This design comes from an exercise in tuning for small area, a short achievable clock period and few clock cycles per item on the open sky130 flow, not from production work.

==> inputs of willow <==
Design mapu_nxn, start of the top module:
module mapu_nxn
#(
  parameter int DATA_WIDTH = 16,
  parameter int N          = 4,
  parameter int SATURATE   = 0
) (
  input  logic                     clk,
  input  logic                     reset_n,
  input  logic                     i_en,
  input  logic [1:0]               i_op,
  output logic                     o_of,
  input  logic                     i_vld,
  output logic                     o_rdy,
  input  logic [N*DATA_WIDTH-1:0]  i_row,
  output logic                     o_vld,
  input  logic                     i_rdy,
  output logic [N*DATA_WIDTH-1:0]  o_row
);
==> flow/config.mk <==
export PLATFORM = sky130hd
export DESIGN_NAME = mapu_nxn
export DESIGN_NICKNAME = mapu_nxn
export VERILOG_FILES = /design/flow/design.v
export SDC_FILE = /design/flow/constraint.sdc
export NUM_CORES = 4
export LEC_CHECK = 0
export CAP_MARGIN = 20
export CORE_MARGIN = 2
export CORE_UTILIZATION = 60
export SLEW_MARGIN = 20
==> flow/constraint.sdc <==
create_clock -name core_clock -period 16.0 [get_ports {clk}]
set_input_delay 3.2000 -clock core_clock [delete_from_list [all_inputs] [get_ports {clk}]]
set_output_delay 3.2000 -clock core_clock [all_outputs]
set_load 0.01 [all_outputs]
standard.sh (not shown) runs the stock make flow with config.mk's settings and CLKGATE_MAP_FILE= SYNTH_SCRIPT=/design/flow/synth_recipe.tcl, a recipe that flattens the netlist after the stock synthesis.
==> flow/flow/run.sh <==
#!/bin/bash
# Standard ORFS layout (the standard.sh) with two changes: repair_timing aims at a setup
# margin of 10.7 ns under the design's SDC, and the port buffers are buf_2 cells.
bash standard.sh SETUP_SLACK_MARGIN=10.7 "BUFFER_PORTS_ARGS=-buffer_cell sky130_fd_sc_hd__buf_2" finish > standard.log 2>&1
==> inputs of umber, as changes to willow <==
==> flow/flow/run.sh (replaced) <==
#!/bin/bash
# Standard ORFS layout (the standard.sh) with two changes: repair_timing aims at a setup
# margin of 11 ns under the design's SDC, and the port buffers are buf_2 cells.
bash standard.sh SETUP_SLACK_MARGIN=11 "BUFFER_PORTS_ARGS=-buffer_cell sky130_fd_sc_hd__buf_2" finish > standard.log 2>&1
==> inputs of sierra, as changes to willow <==
--- a/flow/design.v
+++ b/flow/design.v
@@ -12,23 +12,23 @@
 endpackage
 import mapu_nxn_pkg::*;
 module mapu_nxn_mac_lane (
   input  logic [15:0] a,
   input  logic [15:0] b,
   input  logic [15:0] acc,
   input  logic        cin,
   output logic [15:0] sum,
-  output logic        cout,
-  output logic        hi,
+  output logic        carry,
   output logic        h
 );
   logic [15:0] pp [16];
   logic [15:0] bo;
   logic [15:0] x, y;
+  logic        cout;
   always_comb begin
     for (int i = 0; i < 16; i++)
       for (int j = 0; j < 16; j++)
         pp[i][j] = a[i] & b[j];
   end
   always_comb begin
     bo[15] = b[15];
     for (int m = 14; m >= 0; m--) bo[m] = bo[m+1] | b[m];
@@ -513,49 +513,46 @@
   logic sg3_14, sp3_14;
   assign sg3_14 = sg2_14 | (sp2_14 & sg2_7);
   assign sp3_14 = sp2_14 & sp2_7;
   logic sg3_15, sp3_15;
   assign sg3_15 = sg2_15 | (sp2_15 & sg2_7);
   assign sp3_15 = sp2_15 & sp2_7;
   assign sum = {pp_[15] ^ sg3_14, pp_[14] ^ sg3_13, pp_[13] ^ sg3_12, pp_[12] ^ sg3_11, pp_[11] ^ sg3_10, pp_[10] ^ sg3_9, pp_[9] ^ sg3_8, pp_[8] ^ sg2_7, pp_[7] ^ sg2_6, pp_[6] ^ sg2_5, pp_[5] ^ sg2_4, pp_[4] ^ sg1_3, pp_[3] ^ sg1_2, pp_[2] ^ sg0_1, pp_[1] ^ pg[0], pp_[0]};
   assign cout = sg3_15;
-  assign hi = fc14 | fc16 | fc18 | hc20 | fc66 | fc68 | fc70 | fc72 | fc128 | fc130 | fc132 | fc180 | fc182 | fc210 | fc242;
+  assign carry = cout | fc14 | fc16 | fc18 | hc20 | fc66 | fc68 | fc70 | fc72 | fc128 | fc130 | fc132 | fc180 | fc182 | fc210 | fc242;
 endmodule
 module mapu_nxn_row_unit
 #(
   parameter int DATA_WIDTH = 16,
   parameter int N          = 4,
   parameter int SATURATE   = 0
 ) (
   input  logic                      mul,
   input  logic                      sub,
-  input  logic [N*DATA_WIDTH-1:0]   a_lane,    
+  input  logic [DATA_WIDTH-1:0]     a_lo,      
+  input  logic [DATA_WIDTH-1:0]     a_hi,      
   input  logic [N*DATA_WIDTH-1:0]   b_row,
   input  logic [N*DATA_WIDTH-1:0]   acc_row,
   output logic [N*DATA_WIDTH-1:0]   res_row,
-  output logic [N-1:0]              cout,      
-  output logic [N-1:0]              of_c1,     
-  output logic [N-1:0]              of_c0      
+  output logic [N-1:0]              lane_of
 );
   localparam int DW = DATA_WIDTH;
-  logic [N-1:0] hi, h;
+  logic [N-1:0] carry, h;
   for (genvar c = 0; c < N; c++) begin : g_lane
     mapu_nxn_mac_lane u_lane (
-      .a     (a_lane[c*DW +: DW]),
+      .a     ((c < N/2) ? a_lo : a_hi),
       .b     (b_row[c*DW +: DW]),
       .acc   (acc_row[c*DW +: DW]),
       .cin   (sub),
       .sum   (res_row[c*DW +: DW]),
-      .cout  (cout[c]),
-      .hi    (hi[c]),
+      .carry (carry[c]),
       .h     (h[c])
     );
-    assign of_c1[c] = ~sub | h[c];
-    assign of_c0[c] = (hi[c] ^ sub) | h[c];
+    assign lane_of[c] = (carry[c] ^ sub) | h[c];
   end
 endmodule
 import mapu_nxn_pkg::*;
 module mapu_nxn
 #(
   parameter int DATA_WIDTH = 16,
   parameter int N          = 4,
   parameter int SATURATE   = 0
@@ -574,85 +571,73 @@
 );
   localparam int DW = DATA_WIDTH;
   localparam int RW = N * DW;
   localparam int IW = $clog2(N);
   localparam logic [IW-1:0] LAST = IW'(N - 1);
   logic [RW-1:0] a_q [N];
   logic [RW-1:0] c_q [N];
   logic [RW-1:0] r_q;
-  logic [DW-1:0] ae_q [N];    
-  logic [RW-1:0] ae_lanes;
+  logic [DW-1:0] ae_lo_q;     
+  logic [DW-1:0] ae_hi_q;     
+  logic          selt_q;      
   logic          selc_q;      
   logic          sela_q;      
   logic          sub_q;       
   logic [N-1:0]  of_q;        
-  logic [N-1:0]  of_out_q;    
   logic [IW:0]   in_cnt_q, in_cnt_d;    
   logic [1:0]    in_op_q, in_op_d;
   logic          r_vld_q, r_vld_d;
   logic [IW-1:0] r_k_q, r_k_d;
   logic [1:0]    r_op_q, r_op_d;
   logic [IW-1:0] pass_q, pass_d;        
   logic          t_pend_q, t_pend_d;    
   logic          c_own_q, c_own_d;      
   logic          c_vld_q, c_vld_d;      
   logic [IW-1:0] out_q, out_d;
   logic          rdy_q, rdy_d;
-  logic          lock_q, lock_d;        
   logic in_a, take, deliver, c_free, step, copy, r_mul, r_last, op_done, a_shift;
-  logic r_k0, r_k3, c_ok, lock_ok;
-  logic take_dp, shift_dp, c_free_dp, step_dp, copy_dp, c_ok_dp, lock_ok_dp, op_done_dp;
-  logic [N-1:0]  of_next;
+  logic take_dp, shift_dp, c_free_dp, step_dp, copy_dp;
   logic [RW-1:0] a_head_d;
   logic [RW-1:0] acc_row;
   logic [RW-1:0] a_col;
   logic [RW-1:0] alu_row;
-  logic [N-1:0]  alu_cout, alu_of1, alu_of0, of_keep;
+  logic [N-1:0]  alu_of;
   assign in_a    = ~in_cnt_q[IW];
   assign r_mul   = (r_op_q == OP_ENC_MUL);
   assign r_last  = ~r_mul | (pass_q == LAST);
   assign take    = i_en & i_vld & rdy_q;
   assign deliver = i_en & c_vld_q & i_rdy;
   assign c_free  = ~c_vld_q | (deliver & (out_q == LAST));
-  assign r_k0    = r_mul & (r_k_q == '0);
-  assign r_k3    = r_mul & (r_k_q == LAST);
-  assign c_ok    = ~c_vld_q | (deliver & ((out_q == LAST) | r_k0));
-  assign lock_ok = ~(r_k3 & lock_q) | (take & in_a);
-  assign step    = r_vld_q & c_ok & lock_ok;
+  assign step    = r_vld_q & (c_own_q | c_free);
   assign copy    = t_pend_q & c_free;
   assign op_done = step & r_last & (r_k_q == LAST);
   assign a_shift = (take & in_a) | step;
   assign take_dp   = i_vld & rdy_q;
   assign shift_dp  = c_vld_q & i_rdy;
   assign c_free_dp = ~c_vld_q | (i_rdy & (out_q == LAST));
-  assign c_ok_dp    = ~c_vld_q | (i_rdy & ((out_q == LAST) | r_k0));
-  assign lock_ok_dp = ~(r_k3 & lock_q) | (take_dp & in_a);
-  assign step_dp    = r_vld_q & c_ok_dp & lock_ok_dp;
-  assign op_done_dp = step_dp & r_last & (r_k_q == LAST);
+  assign step_dp   = r_vld_q & (c_own_q | c_free_dp);
   assign copy_dp   = t_pend_q & c_free_dp;
   always_comb begin
     in_cnt_d = in_cnt_q;
     in_op_d  = in_op_q;
     r_vld_d  = r_vld_q;
     r_k_d    = r_k_q;
     r_op_d   = r_op_q;
     pass_d   = pass_q;
     t_pend_d = t_pend_q;
     c_own_d  = c_own_q;
     c_vld_d  = c_vld_q;
     out_d    = out_q;
-    lock_d   = lock_q;
     if (deliver) begin
       out_d = out_q + 1'b1;
       if (out_q == LAST) c_vld_d = 1'b0;
     end
     if (step) begin
       c_own_d = ~op_done;
-      if (r_k3) lock_d = ~r_last & take & in_a;
       pass_d  = r_mul ? pass_q + 1'b1 : '0;
       if (r_last) r_vld_d = 1'b0;
       if (op_done) begin
         c_vld_d = 1'b1;
         out_d   = '0;
       end
     end
     if (copy) begin
@@ -680,100 +665,88 @@
     if (!i_en) begin
       in_cnt_d = '0;
       r_vld_d  = 1'b0;
       pass_d   = '0;
       t_pend_d = 1'b0;
       c_own_d  = 1'b0;
       c_vld_d  = 1'b0;
       out_d    = '0;
-      lock_d   = 1'b0;
     end
     if (~in_cnt_d[IW])
-      rdy_d = ~t_pend_d & (~r_vld_d | (c_own_d & ~c_vld_d &
-              (r_op_d != OP_ENC_MUL || pass_d == LAST || r_k_d == LAST)));
+      rdy_d = ~t_pend_d & (~r_vld_d | (c_own_d & (r_op_d != OP_ENC_MUL || pass_d == LAST)));
     else
-      rdy_d = ~r_vld_d | ((r_op_d != OP_ENC_MUL || pass_d == LAST) & ~c_vld_d);
+      rdy_d = ~r_vld_d | ((r_op_d != OP_ENC_MUL || pass_d == LAST) & (c_own_d | ~c_vld_d));
   end
   assign a_head_d = a_shift ? a_q[1] : a_q[0];
   always_comb begin
     for (int c = 0; c < N; c++) a_col[c*DW +: DW] = a_q[c][(N-1)*DW +: DW];
   end
-  always_comb begin
-    for (int c = 0; c < N; c++) ae_lanes[c*DW +: DW] = ae_q[c];
-  end
-  assign acc_row  = ({RW{selc_q}} & c_q[0]) | ({RW{sela_q}} & a_q[0]);
+  assign acc_row  = ({RW{selc_q}} & c_q[0]) | ({RW{sela_q}} & a_q[0]) | ({RW{selt_q}} & a_col);
   mapu_nxn_row_unit #(
     .DATA_WIDTH (DATA_WIDTH),
     .N          (N),
     .SATURATE   (SATURATE)
   ) u_row_unit (
     .mul     (r_mul),
     .sub     (sub_q),
-    .a_lane  (ae_lanes),
+    .a_lo    (ae_lo_q),
+    .a_hi    (ae_hi_q),
     .b_row   (r_q),
     .acc_row (acc_row),
     .res_row (alu_row),
-    .cout    (alu_cout),
-    .of_c1   (alu_of1),
-    .of_c0   (alu_of0)
+    .lane_of (alu_of)
   );
   always_ff @(posedge clk) begin
     if ((take_dp & in_a) | step_dp) begin
       for (int j = 0; j < N - 1; j++) a_q[j] <= a_q[j+1];
       a_q[N-1] <= (take_dp & in_a) ? i_row : a_q[0];
     end
     if (take_dp & ~in_a) r_q <= (in_op_q == OP_ENC_SUB) ? ~i_row : i_row;
-    for (int c = 0; c < N; c++)
-      ae_q[c] <= t_pend_d ? '0 : (r_op_d == OP_ENC_MUL) ? a_head_d[r_k_d*DW +: DW] :
-                 r_vld_d ? DW'(1) : DW'(c);
+    ae_lo_q <= t_pend_d ? '0 : (r_op_d == OP_ENC_MUL) ? a_head_d[r_k_d*DW +: DW] : DW'(1);
+    ae_hi_q <= t_pend_d ? '0 : (r_op_d == OP_ENC_MUL) ? a_head_d[r_k_d*DW +: DW] : DW'(r_vld_d);
     selc_q  <= ~t_pend_d & (r_op_d == OP_ENC_MUL) & (r_k_d != '0);
     sela_q  <= ~t_pend_d & (r_op_d != OP_ENC_MUL);
     sub_q   <= ~t_pend_d & (r_op_d == OP_ENC_SUB);
+    selt_q  <= t_pend_d;
     if (copy_dp | step_dp | shift_dp) begin
       for (int j = 0; j < N - 1; j++)
         for (int c = 0; c < N; c++)
           c_q[j][c*DW +: DW] <= copy_dp ? a_q[c][j*DW +: DW] : c_q[j+1][c*DW +: DW];
-      c_q[N-1] <= copy_dp ? a_col : alu_row;
+      c_q[N-1] <= alu_row;
+    end
+    if (copy_dp) of_q <= '0;
+    else begin
+      if (step_dp) of_q <= ((r_k_q == '0) & (pass_q == '0) ? '0 : of_q) | alu_of;
     end
-    if (step_dp) of_q <= of_next;
-    if (copy_dp) of_out_q <= '0;
-    else if (op_done_dp) of_out_q <= of_next;
   end
   always_ff @(posedge clk or negedge reset_n) begin
     if (!reset_n) begin
       in_cnt_q <= '0;
       in_op_q  <= OP_ENC_ADD;
       r_vld_q  <= 1'b0;
       r_k_q    <= '0;
       r_op_q   <= OP_ENC_ADD;
       pass_q   <= '0;
       t_pend_q <= 1'b0;
       c_own_q  <= 1'b0;
       c_vld_q  <= 1'b0;
       out_q    <= '0;
       rdy_q    <= 1'b1;
-      lock_q   <= 1'b0;
     end else begin
       in_cnt_q <= in_cnt_d;
       in_op_q  <= in_op_d;
       r_vld_q  <= r_vld_d;
       r_k_q    <= r_k_d;
       r_op_q   <= r_op_d;
       pass_q   <= pass_d;
       t_pend_q <= t_pend_d;
       c_own_q  <= c_own_d;
       c_vld_q  <= c_vld_d;
       out_q    <= out_d;
       rdy_q    <= rdy_d;
-      lock_q   <= lock_d;
     end
   end
   assign o_rdy = rdy_q;
   assign o_vld = c_vld_q;
   assign o_row = c_q[0];
-  assign of_keep = ((r_k_q == '0) & (pass_q == '0)) ? '0 : of_q;
-  always_comb begin
-    for (int c = 0; c < N; c++)
-      of_next[c] = alu_cout[c] ? (of_keep[c] | alu_of1[c]) : (of_keep[c] | alu_of0[c]);
-  end
-  assign o_of  = |of_out_q;
+  assign o_of  = |of_q;
 endmodule
==> flow/flow/run.sh (replaced) <==
#!/bin/bash
# Standard ORFS layout (the standard.sh) with two changes: repair_timing aims at a setup
# margin of 11 ns under the design's SDC, and the port buffers are buf_2 cells.
bash standard.sh SETUP_SLACK_MARGIN=11 "BUFFER_PORTS_ARGS=-buffer_cell sky130_fd_sc_hd__buf_2" finish > standard.log 2>&1
==> inputs of cedar, as changes to willow <==
--- a/flow/design.v
+++ b/flow/design.v
@@ -576,83 +576,80 @@
   localparam int RW = N * DW;
   localparam int IW = $clog2(N);
   localparam logic [IW-1:0] LAST = IW'(N - 1);
   logic [RW-1:0] a_q [N];
   logic [RW-1:0] c_q [N];
   logic [RW-1:0] r_q;
   logic [DW-1:0] ae_q [N];    
   logic [RW-1:0] ae_lanes;
+  logic          selt_q;      
   logic          selc_q;      
   logic          sela_q;      
   logic          sub_q;       
   logic [N-1:0]  of_q;        
-  logic [N-1:0]  of_out_q;    
   logic [IW:0]   in_cnt_q, in_cnt_d;    
   logic [1:0]    in_op_q, in_op_d;
   logic          r_vld_q, r_vld_d;
   logic [IW-1:0] r_k_q, r_k_d;
   logic [1:0]    r_op_q, r_op_d;
   logic [IW-1:0] pass_q, pass_d;        
   logic          t_pend_q, t_pend_d;    
   logic          c_own_q, c_own_d;      
   logic          c_vld_q, c_vld_d;      
   logic [IW-1:0] out_q, out_d;
   logic          rdy_q, rdy_d;
-  logic          lock_q, lock_d;        
   logic in_a, take, deliver, c_free, step, copy, r_mul, r_last, op_done, a_shift;
-  logic r_k0, r_k3, c_ok, lock_ok;
-  logic take_dp, shift_dp, c_free_dp, step_dp, copy_dp, c_ok_dp, lock_ok_dp, op_done_dp;
-  logic [N-1:0]  of_next;
-  logic [RW-1:0] a_head_d;
+  logic take_dp, shift_dp, c_free_dp, step_dp, copy_dp, c_en_dp, a_en_dp;
+  logic c_en1, c_en0, copy1, copy0, a_en1, a_en0;
+  logic [DW-1:0] ae_r0, ae_r1, ae_t0, ae_t1;
   logic [RW-1:0] acc_row;
   logic [RW-1:0] a_col;
   logic [RW-1:0] alu_row;
   logic [N-1:0]  alu_cout, alu_of1, alu_of0, of_keep;
   assign in_a    = ~in_cnt_q[IW];
   assign r_mul   = (r_op_q == OP_ENC_MUL);
   assign r_last  = ~r_mul | (pass_q == LAST);
   assign take    = i_en & i_vld & rdy_q;
   assign deliver = i_en & c_vld_q & i_rdy;
   assign c_free  = ~c_vld_q | (deliver & (out_q == LAST));
-  assign r_k0    = r_mul & (r_k_q == '0);
-  assign r_k3    = r_mul & (r_k_q == LAST);
-  assign c_ok    = ~c_vld_q | (deliver & ((out_q == LAST) | r_k0));
-  assign lock_ok = ~(r_k3 & lock_q) | (take & in_a);
-  assign step    = r_vld_q & c_ok & lock_ok;
+  assign step    = r_vld_q & (c_own_q | c_free);
   assign copy    = t_pend_q & c_free;
   assign op_done = step & r_last & (r_k_q == LAST);
-  assign a_shift = (take & in_a) | step;
+  assign a_shift = (take_dp & in_a) | step_dp;
   assign take_dp   = i_vld & rdy_q;
   assign shift_dp  = c_vld_q & i_rdy;
   assign c_free_dp = ~c_vld_q | (i_rdy & (out_q == LAST));
-  assign c_ok_dp    = ~c_vld_q | (i_rdy & ((out_q == LAST) | r_k0));
-  assign lock_ok_dp = ~(r_k3 & lock_q) | (take_dp & in_a);
-  assign step_dp    = r_vld_q & c_ok_dp & lock_ok_dp;
-  assign op_done_dp = step_dp & r_last & (r_k_q == LAST);
+  assign step_dp   = r_vld_q & (c_own_q | c_free_dp);
   assign copy_dp   = t_pend_q & c_free_dp;
+  assign c_en1   = c_vld_q | r_vld_q | t_pend_q;
+  assign c_en0   = ~c_vld_q & (r_vld_q | t_pend_q) | (r_vld_q & c_own_q);
+  assign copy1   = t_pend_q & (~c_vld_q | (out_q == LAST));
+  assign copy0   = t_pend_q & ~c_vld_q;
+  assign a_en1   = r_vld_q & (c_own_q | ~c_vld_q | (out_q == LAST));
+  assign a_en0   = r_vld_q & (c_own_q | ~c_vld_q);
+  assign c_en_dp = i_rdy ? c_en1 : c_en0;
+  assign a_en_dp = (take_dp & in_a) | (i_rdy ? a_en1 : a_en0);
   always_comb begin
     in_cnt_d = in_cnt_q;
     in_op_d  = in_op_q;
     r_vld_d  = r_vld_q;
     r_k_d    = r_k_q;
     r_op_d   = r_op_q;
     pass_d   = pass_q;
     t_pend_d = t_pend_q;
     c_own_d  = c_own_q;
     c_vld_d  = c_vld_q;
     out_d    = out_q;
-    lock_d   = lock_q;
     if (deliver) begin
       out_d = out_q + 1'b1;
       if (out_q == LAST) c_vld_d = 1'b0;
     end
     if (step) begin
       c_own_d = ~op_done;
-      if (r_k3) lock_d = ~r_last & take & in_a;
       pass_d  = r_mul ? pass_q + 1'b1 : '0;
       if (r_last) r_vld_d = 1'b0;
       if (op_done) begin
         c_vld_d = 1'b1;
         out_d   = '0;
       end
     end
     if (copy) begin
@@ -680,100 +677,101 @@
     if (!i_en) begin
       in_cnt_d = '0;
       r_vld_d  = 1'b0;
       pass_d   = '0;
       t_pend_d = 1'b0;
       c_own_d  = 1'b0;
       c_vld_d  = 1'b0;
       out_d    = '0;
-      lock_d   = 1'b0;
     end
     if (~in_cnt_d[IW])
-      rdy_d = ~t_pend_d & (~r_vld_d | (c_own_d & ~c_vld_d &
-              (r_op_d != OP_ENC_MUL || pass_d == LAST || r_k_d == LAST)));
+      rdy_d = ~t_pend_d & (~r_vld_d | (c_own_d & (r_op_d != OP_ENC_MUL || pass_d == LAST)));
     else
-      rdy_d = ~r_vld_d | ((r_op_d != OP_ENC_MUL || pass_d == LAST) & ~c_vld_d);
+      rdy_d = ~r_vld_d | ((r_op_d != OP_ENC_MUL || pass_d == LAST) & (c_own_d | ~c_vld_d));
   end
-  assign a_head_d = a_shift ? a_q[1] : a_q[0];
+  assign ae_r0 = a_q[0][r_k_q*DW +: DW];
+  assign ae_r1 = a_q[1][r_k_q*DW +: DW];
+  assign ae_t0 = a_q[0][in_cnt_q[IW-1:0]*DW +: DW];
+  assign ae_t1 = a_q[1][in_cnt_q[IW-1:0]*DW +: DW];
   always_comb begin
     for (int c = 0; c < N; c++) a_col[c*DW +: DW] = a_q[c][(N-1)*DW +: DW];
   end
   always_comb begin
     for (int c = 0; c < N; c++) ae_lanes[c*DW +: DW] = ae_q[c];
   end
-  assign acc_row  = ({RW{selc_q}} & c_q[0]) | ({RW{sela_q}} & a_q[0]);
+  assign acc_row  = ({RW{selc_q}} & c_q[0]) | ({RW{sela_q}} & a_q[0]) | ({RW{selt_q}} & a_col);
   mapu_nxn_row_unit #(
     .DATA_WIDTH (DATA_WIDTH),
     .N          (N),
     .SATURATE   (SATURATE)
   ) u_row_unit (
     .mul     (r_mul),
     .sub     (sub_q),
     .a_lane  (ae_lanes),
     .b_row   (r_q),
     .acc_row (acc_row),
     .res_row (alu_row),
     .cout    (alu_cout),
     .of_c1   (alu_of1),
     .of_c0   (alu_of0)
   );
   always_ff @(posedge clk) begin
-    if ((take_dp & in_a) | step_dp) begin
+    if (a_en_dp) begin
       for (int j = 0; j < N - 1; j++) a_q[j] <= a_q[j+1];
       a_q[N-1] <= (take_dp & in_a) ? i_row : a_q[0];
     end
     if (take_dp & ~in_a) r_q <= (in_op_q == OP_ENC_SUB) ? ~i_row : i_row;
     for (int c = 0; c < N; c++)
-      ae_q[c] <= t_pend_d ? '0 : (r_op_d == OP_ENC_MUL) ? a_head_d[r_k_d*DW +: DW] :
+      ae_q[c] <= (take_dp & ~in_a) ? ((in_op_q == OP_ENC_MUL) ? (r_vld_q ? ae_t1 : ae_t0) : DW'(1)) :
+                 t_pend_d ? '0 :
+                 r_mul ? (a_shift ? ae_r1 : ae_r0) :
                  r_vld_d ? DW'(1) : DW'(c);
     selc_q  <= ~t_pend_d & (r_op_d == OP_ENC_MUL) & (r_k_d != '0);
     sela_q  <= ~t_pend_d & (r_op_d != OP_ENC_MUL);
     sub_q   <= ~t_pend_d & (r_op_d == OP_ENC_SUB);
-    if (copy_dp | step_dp | shift_dp) begin
+    selt_q  <= t_pend_d;
+    if (c_en_dp) begin
       for (int j = 0; j < N - 1; j++)
         for (int c = 0; c < N; c++)
-          c_q[j][c*DW +: DW] <= copy_dp ? a_q[c][j*DW +: DW] : c_q[j+1][c*DW +: DW];
-      c_q[N-1] <= copy_dp ? a_col : alu_row;
+          c_q[j][c*DW +: DW] <= (i_rdy ? copy1 : copy0) ? a_q[c][j*DW +: DW] : c_q[j+1][c*DW +: DW];
+      c_q[N-1] <= alu_row;
+    end
+    if (copy_dp) of_q <= '0;
+    else begin
+      if (step_dp)
+        for (int c = 0; c < N; c++)
+          of_q[c] <= alu_cout[c] ? (of_keep[c] | alu_of1[c]) : (of_keep[c] | alu_of0[c]);
     end
-    if (step_dp) of_q <= of_next;
-    if (copy_dp) of_out_q <= '0;
-    else if (op_done_dp) of_out_q <= of_next;
   end
   always_ff @(posedge clk or negedge reset_n) begin
     if (!reset_n) begin
       in_cnt_q <= '0;
       in_op_q  <= OP_ENC_ADD;
       r_vld_q  <= 1'b0;
       r_k_q    <= '0;
       r_op_q   <= OP_ENC_ADD;
       pass_q   <= '0;
       t_pend_q <= 1'b0;
       c_own_q  <= 1'b0;
       c_vld_q  <= 1'b0;
       out_q    <= '0;
       rdy_q    <= 1'b1;
-      lock_q   <= 1'b0;
     end else begin
       in_cnt_q <= in_cnt_d;
       in_op_q  <= in_op_d;
       r_vld_q  <= r_vld_d;
       r_k_q    <= r_k_d;
       r_op_q   <= r_op_d;
       pass_q   <= pass_d;
       t_pend_q <= t_pend_d;
       c_own_q  <= c_own_d;
       c_vld_q  <= c_vld_d;
       out_q    <= out_d;
       rdy_q    <= rdy_d;
-      lock_q   <= lock_d;
     end
   end
   assign o_rdy = rdy_q;
   assign o_vld = c_vld_q;
   assign o_row = c_q[0];
   assign of_keep = ((r_k_q == '0) & (pass_q == '0)) ? '0 : of_q;
-  always_comb begin
-    for (int c = 0; c < N; c++)
-      of_next[c] = alu_cout[c] ? (of_keep[c] | alu_of1[c]) : (of_keep[c] | alu_of0[c]);
-  end
-  assign o_of  = |of_out_q;
+  assign o_of  = |of_q;
 endmodule
==> flow/flow/run.sh (replaced) <==
#!/bin/bash
# Standard ORFS layout (the standard.sh) with two changes: repair_timing aims at a setup
# margin of 11 ns under the design's SDC, and the port buffers are buf_2 cells.
bash standard.sh SETUP_SLACK_MARGIN=11 "BUFFER_PORTS_ARGS=-buffer_cell sky130_fd_sc_hd__buf_2" finish > standard.log 2>&1
==> metrics.csv <==
stage;metric;value;unit
layout;Fill cells;5067;
worst_hold_path;WHS Endpoint;a_q[1][10];
power_and_ir_drop;P_leak;18.7;nW
setup_path;CP startpoint;ae_q[0][2];
floorplanning;Die Ht;269;µm
layout;inverter count;361;
layout;Seq Cell Count;620;
layout;Multi-input comb cells;2409;
power_and_ir_drop;Seq group;2.15;mW
floorplanning;Rows;96;
floorplanning;Tapcells;931;
outcome;status;complete, no violations;
setup_path;Reg2Reg Setup Slack;10980;ps
layout;Final #Nets;4385;
grt;global-route wire length before repair;204000;µm
routing;met3 wire length;18800;µm
layout;Layout area overhead;14.5;%
That was cedar.
==> metrics.csv <==
stage;metric;value;unit
outcome;status;complete, no violations;
floorplanning;Rows;96;
floorplanning;Tapcells;931;
floorplanning;Die Ht;268;µm
worst_hold_path;WHS Endpoint;a_q[1][57];
layout;Multi-input comb cells;2805;
layout;Layout area overhead;16.5;%
layout;Final #Nets;4839;
grt;global-route wire length before repair;212000;µm
power_and_ir_drop;P_leak;19.7;nW
layout;inverter count;347;
setup_path;CP startpoint;ae_q[1][2];
That was willow.
==> metrics.csv <==
stage;metric;value;unit
floorplanning;Rows;95;
layout;Multi-input comb cells;2236;
grt;global-route wire length before repair;201000;µm
floorplanning;Die Ht;265;µm
floorplanning;Tapcells;873;
outcome;status;complete, no violations;
power_and_ir_drop;Seq group;2.07;mW
routing;met3 wire length;19500;µm
setup_path;Reg2Reg Setup Slack;10790;ps
layout;Layout area overhead;15.6;%
layout;inverter count;379;
That was sierra.
==> metrics.csv <==
stage;metric;value;unit
layout;Seq Cell Count;624;
routing;met3 wire length;24600;µm
floorplanning;Die Ht;268;µm
floorplanning;Rows;96;
outcome;status;complete, no violations;
layout;inverter count;347;
power_and_ir_drop;Seq group;2.17;mW
power_and_ir_drop;P_leak;19.9;nW
layout;Layout area overhead;18.5;%
layout;Final #Nets;4878;
That was umber.
No run of this note included a check of the RTL's function; only the layout flow was run.

==> what the ideal ports hide <==
No port has a modelled driver above. Below, the same layouts with a new extraction and two added sets of constraints. Step 1: set_driving_cell puts a clkbuf_16 on clk and a buf_2 on each other input, an assumption about the parent block. Step 2, shift: input delay + t, output delay - t, t = (earliest + latest rising clock arrival at the registers) / 2. This alone moves slack from input paths to output paths. a / b / c = no drivers / after step 1 / after step 2; a / b = the first two.
run | t, ns | slack for setup (ns) | clock arrival spread, ns | worst slew at a driven data input, ns
willow | 0.677 | 10.601 / 10.601 / 10.109 | 0.031 / 0.031 | 0.10
umber | 0.701 | 10.564 / 10.564 / 10.302 | 0.056 / 0.056 | 0.16
sierra | 0.683 | 10.790 / 10.790 / 10.229 | 0.022 / 0.023 | 0.08
cedar | 0.695 | 10.984 / 10.948 / 10.414 | 0.040 / 0.040 | 0.07
After both steps setup and hold are still met in every run listed. The setup slack of cedar, which loses most, moves by -0.036 ns with the drivers and by -0.570 ns with both steps.
